What follows belongs to an exercise in optimizing a design on an open flow for small area and a short achievable clock period; a production flow would make more cautious choices. Function was checked by simulation only, so behaviour that the tests miss may differ from the original.

job 8013:
Design dehaze_top, start of the top module:
module dehaze_top #(
    parameter int image_pixels = (512 * 512)
) (
    input  logic         clk,
    input  logic         rst,
    input  logic         in_valid,
    input  logic [215:0] window,
    input  logic [23:0]  light,
    input  logic [47:0]  inv_light,
    output logic [23:0]  pixel_out,
    output logic         out_valid,
    output logic         done
);
    localparam int lat   = 7;
    localparam int cnt_w = $clog2(image_pixels + 1);
    logic [11:0] sa_r2, sb_r2, sa_g2, sb_g2, sa_b2, sb_b2;
    logic [47:0] il2, il3;
    logic [23:0] p2, a2, p3, a3, p4, a4, p5, a5, a6, a7;
    logic [7:0]  mean_r3, mean_g3, mean_b3;
    logic [15:0] il4;
    logic [17:0] il34;
    logic [7:0]  s5;
    logic [15:0] r, r6;
    logic [17:0] r3, r36;
    logic [23:0] d;
    logic [2:0]  up, up6, up7;
    logic [23:0] q, q7;
    logic [23:0] y;
    logic [3:0]  hm0, hm1, hm2, hm3;
    logic [3:0]  hd0_0, hd0_1, hd0_2, hd0_3, hd1_0, hd1_1, hd1_2, hd1_3, hd2_0, hd2_1, hd2_2, hd2_3;
    logic s9r_1, s9r_2;
    logic s9r_3, s9r_4;
    logic s9r_5, s9r_6;
    logic s9r_7, s9r_8;
    logic s9r_9, s9r_10;
  ...
Size: roughly 630 flip-flops, roughly 320 I/O pins.
Settings: LEC_CHECK=0, ABC_AREA=1, CAP_MARGIN=20, CORE_MARGIN=2, CORE_UTILIZATION=55, PLACE_DENSITY=0.8, SLEW_MARGIN=20; clock period 9.0 ns.
standard.sh (not shown) runs the stock make flow with config.mk's settings and CLKGATE_MAP_FILE= SYNTH_SCRIPT=/design/flow/synth_recipe.tcl, a recipe that flattens the netlist after the stock synthesis.
==> flow/flow/run.sh <==
#!/bin/bash
# The standard layout (standard.sh, with config.mk's settings) with three changes to how the
# layout is made:
# 1. Synthesis is the standard flow's script with -noabc added to Yosys's synth command, so its quick ABC
#    pass does not remap the written-out adder trees before extract_fa turns them into full and
#    half adders (fewer inverters). Registers come out with the same count, names and cells.
# 2. The buffer on every input and output port is buf_1 instead of the default choice.
# 3. Setup repair keeps improving paths until 5.25 ns of slack at the design's 9 ns clock.
# The clock, the constraints and all the other steps are the standard ones.
set -euo pipefail
sed 's/yosys synth -nofsm -noshare /yosys synth -nofsm -noshare -noabc /' synth_recipe.tcl > own_synth.tcl
grep -q -- '-noabc' own_synth.tcl
bash standard.sh SYNTH_SCRIPT="$PWD/own_synth.tcl" SETUP_SLACK_MARGIN=5.25 \
    "BUFFER_PORTS_ARGS=-buffer_cell sky130_fd_sc_hd__buf_1" finish > standard_flow.log 2>&1
The inputs of job 8173 differ from those of job 8013 as listed below.
Settings: PLACE_DENSITY now 0.7, was 0.8; CORE_UTILIZATION now 50, was 55.
==> run notes <==
Job 8173 ended with every stage complete and zero timing, DRC or antenna violations.
When job 8173 is set beside job 8013, its final period utilization turns out to be 0.46 points larger.
Diff job 8013 -> job 8173: minimum setup slack in the final design now smaller.
Maximum frequency for job 8173: about 1.1% down relative to job 8013
#### Input delta (job 8523 over job 8173)
Settings: SETUP_SLACK_MARGIN now 5, previously not set; PLACE_DENSITY now 0.8, was 0.7; CORE_UTILIZATION now 55, was 50.
-- flow/flow/run.sh --
<<< job 8173, line 2
# The standard layout (standard.sh, with config.mk's settings) with three changes to how the
>>> job 8523, line 2
# The standard layout (standard.sh, with config.mk's settings) with two changes to how the
<<< job 8173, line 8
# 3. Setup repair keeps improving paths until 5.25 ns of slack at the design's 9 ns clock.
>>> job 8523, line 8
<<< job 8173, line 13
bash standard.sh SYNTH_SCRIPT="$PWD/own_synth.tcl" SETUP_SLACK_MARGIN=5.25 \
>>> job 8523, line 12
bash standard.sh SYNTH_SCRIPT="$PWD/own_synth.tcl" \
## What came out
Summary of job 8523 over job 8173: total met3 wirelength after detailed routing now larger; met2 usage in global routing now larger; register area now smaller.
Modified inputs, job 5536 compared to job 8523
Settings: SETUP_SLACK_MARGIN no longer set, was 5.
-- flow/flow/run.sh --
<<< job 8523, line 2
# The standard layout (standard.sh, with config.mk's settings) with two changes to how the
>>> job 5536, line 2
# The standard layout (standard.sh, with config.mk's settings) with three changes to how the
<<< job 8523, line 8
>>> job 5536, line 8
# 3. Setup repair keeps improving paths until 5.6 ns of slack at the design's 9 ns clock.
<<< job 8523, line 12
bash standard.sh SYNTH_SCRIPT="$PWD/own_synth.tcl" \
>>> job 5536, line 13
bash standard.sh SYNTH_SCRIPT="$PWD/own_synth.tcl" SETUP_SLACK_MARGIN=5.6 \
Findings:
Between job 5536 and job 8523, it is job 5536 whose multi-input gate area in the final layout is higher, by 0.0031 sq mm.
Non-clock buffer count in job 5536 is about 54% above job 8523.
Going from job 8523 to job 5536, proportion of cell area occupied by registers saw a decrease; global-route wire length before repair has increased; met3 usage in global routing went up by 1.1 points.
For job 8523, the launching element of the worst setup path was r4.dout[54]$_SDFF_PP1_, unlike job 5536, where it was r4.dout[53]$_SDFF_PP1_.
Insertion delay of the later-clocked pin in the worst-skew pair of job 5536 is on par with job 8523.

---

Setup of lane 1:
Another version of the RTL of dehaze_top (not shown whole).
Size in the first run: about 320 I/O pins.
make LEC_CHECK=0 CAP_MARGIN=20 CORE_MARGIN=2 CORE_UTILIZATION=40 SETUP_SLACK_MARGIN=3.3 SLEW_MARGIN=20 finish   # period 9.0 ns
run.sh (not shown) runs the stock make flow with config.mk's settings and CLKGATE_MAP_FILE= SYNTH_SCRIPT=/design/flow/synth_recipe.tcl, a recipe that flattens the netlist after the stock synthesis.
Stock flow here: none of the scripts above is used.
Lane 1 finished all stages; the layout is clean.
For lane 2, these inputs were changed with respect to lane 1:
Settings: SETUP_SLACK_MARGIN removed (was 3.3).
### Flow results
- Comparing lane 2 and lane 1, the higher routing usage on met2 is on lane 2.
- The critical path buffer and inverter count reported for lane 2 is smaller than that of lane 1 by 1.
- Changes observed in lane 2 relative to lane 1: total wire length after detailed routing went up by about 3.3%; cell count did not really move; count of clock-buffer cells in the layout decreased 1.
- Timing, DRC, antenna: 0 failures across lane 2 and lane 1

---

dehaze_top, a different RTL version from the one above (not shown whole).
For scale: ~5,000 cells after synthesis, about 610 flip-flops, ~320 I/O pins, roughly 42,000 um^2 of cells after synthesis.
export LEC_CHECK = 0
export ABC_AREA = 1
export CAP_MARGIN = 20
export CORE_MARGIN = 2
export CORE_UTILIZATION = 50
export PLACE_DENSITY = 0.7
export SETUP_SLACK_MARGIN = 5
export SLEW_MARGIN = 20
create_clock -name core_clock -period 9.0 [get_ports {clk}]
standard.sh (not shown) runs the stock make flow with config.mk's settings and CLKGATE_MAP_FILE= SYNTH_SCRIPT=/design/flow/synth_recipe.tcl, a recipe that flattens the netlist after the stock synthesis.
==> flow/flow/run.sh <==
#!/bin/bash
# The standard layout (standard.sh, with config.mk's settings) with two changes to how the
# layout is made:
# 1. Synthesis is the standard flow's script with -noabc added to Yosys's synth command, so its quick ABC
#    pass does not remap the written-out adder trees before extract_fa turns them into full and
#    half adders (fewer inverters). Registers come out with the same count, names and cells.
# 2. The buffer on every input and output port is buf_1 instead of the default choice.
# The clock, the constraints and all the other steps are the standard ones.
set -euo pipefail
sed 's/yosys synth -nofsm -noshare /yosys synth -nofsm -noshare -noabc /' synth_recipe.tcl > own_synth.tcl
grep -q -- '-noabc' own_synth.tcl
bash standard.sh SYNTH_SCRIPT="$PWD/own_synth.tcl" \
    "BUFFER_PORTS_ARGS=-buffer_cell sky130_fd_sc_hd__buf_1" finish > standard_flow.log 2>&1
The baseline passed the timing, design-rule and antenna checks.
Change:
==> flow/flow/run.sh (replaced) <==
#!/bin/bash
# The standard layout (standard.sh) with three changes to how the layout is made:
# 1. Synthesis is the standard flow's script with -noabc added to Yosys's synth command, so its quick ABC
#    pass does not remap the written-out adder trees before extract_fa turns them into full and
#    half adders (fewer inverters). Registers come out with the same count, names and cells.
# 2. Setup repair keeps improving paths until 5.5 ns of slack at the design's 9 ns clock.
# 3. The buffer on every input and output port is buf_1 instead of the default choice.
# The clock, the constraints and all the other steps are the standard ones.
set -euo pipefail
sed 's/yosys synth -nofsm -noshare /yosys synth -nofsm -noshare -noabc /' synth_recipe.tcl > own_synth.tcl
grep -q -- '-noabc' own_synth.tcl
bash standard.sh SYNTH_SCRIPT="$PWD/own_synth.tcl" SETUP_SLACK_MARGIN=5.5 \
    "BUFFER_PORTS_ARGS=-buffer_cell sky130_fd_sc_hd__buf_1" finish > standard_flow.log 2>&1
Settings changed: CORE_UTILIZATION 50 to 55, PLACE_DENSITY 0.7 to 0.8, SETUP_SLACK_MARGIN 5 to not set.
Effect:
- The changed run completed with no timing, DRC or antenna violations
- worst setup slack gets worse by 0.0098 ns
- die area came out lower by 9.0%
- sequential share of layout area came out lower by 2.5 points
- critical path depth came out higher by 1
- core utilization came out higher by 14 points
Change:
==> flow/flow/run.sh (replaced) <==
#!/bin/bash
# The standard layout (standard.sh, with config.mk's settings) with two changes to how the
# layout is made:
# 1. Synthesis is the standard flow's script with -noabc added to Yosys's synth command, so its quick ABC
#    pass does not remap the written-out adder trees before extract_fa turns them into full and
#    half adders (fewer inverters). Registers come out with the same count, names and cells.
# 2. The buffer on every input and output port is buf_1 instead of the default choice.
# The clock, the constraints and all the other steps are the standard ones.
set -euo pipefail
sed 's/yosys synth -nofsm -noshare /yosys synth -nofsm -noshare -noabc /' synth_recipe.tcl > own_synth.tcl
grep -q -- '-noabc' own_synth.tcl
bash standard.sh SYNTH_SCRIPT="$PWD/own_synth.tcl" \
    "BUFFER_PORTS_ARGS=-buffer_cell sky130_fd_sc_hd__buf_1" finish > standard_flow.log 2>&1
Settings changed: SETUP_SLACK_MARGIN set to 5.
After rerunning: The new run produced a clean layout. Setup slack gets worse by 0.0082 ns. Maximum frequency hardly moves. Wire length goes down by 17%. Register-to-register slack stays flat. Area after synthesis is unchanged. Synthesized cell count does not change. Final cell count shrinks by 3.6%. Sequential share of layout area came out higher by 2.7 points. Cell area went down by 11%. Clock skew went down by 0.0098 ns.

[static timing again, ports no longer ideal]
Ports are ideal in the flow. The routed layouts listed here were re-timed in OpenROAD.
Step 1 (the two cells are an assumption about what drives the block):
set clk [get_ports {clk}]
set_driving_cell -lib_cell sky130_fd_sc_hd__clkbuf_16 $clk
set_driving_cell -lib_cell sky130_fd_sc_hd__buf_2 [delete_from_list [all_inputs] $clk]
Step 2 times the ports against the registers' clock, not the clock port: input delays grow and output delays shrink by t, the midpoint of the rising clock arrivals with the driver on.
Slacks: ideal / step 1 / step 2; pairs: ideal / step 1.
run	t (ns)	setup slack, ns	worst setup path after step 2	slew at the worst register clock pin (ns)
job 8013	0.679	5.394 / 5.394 / 4.990	input to register	0.07 / 0.07
job 8173	0.708	5.353 / 5.353 / 4.952	input to register	0.07 / 0.07
job 8523	0.696	5.117 / 5.117 / 4.962	input to register	0.07 / 0.07
job 5536	0.688	5.471 / 5.471 / 4.904	input to register	0.07 / 0.07
lane 1	0.677	3.476 / 3.410 / 2.845	input to register	0.07 / 0.07
lane 2	0.694	2.787 / 2.721 / 2.493	input to register	0.07 / 0.07
the first run of note 3	0.683	5.081 / 5.081 / 4.784	input to register	0.07 / 0.07
the second run of note 3	0.718	5.072 / 5.072 / 4.882	input to register	0.07 / 0.07
the third run of note 3	0.703	5.063 / 5.063 / 4.740	input to register	0.07 / 0.07
After both steps every run listed still meets setup and hold. For lane 1, which loses most, drivers alone change the setup slack by -0.066 ns; drivers and shift together by -0.631 ns.
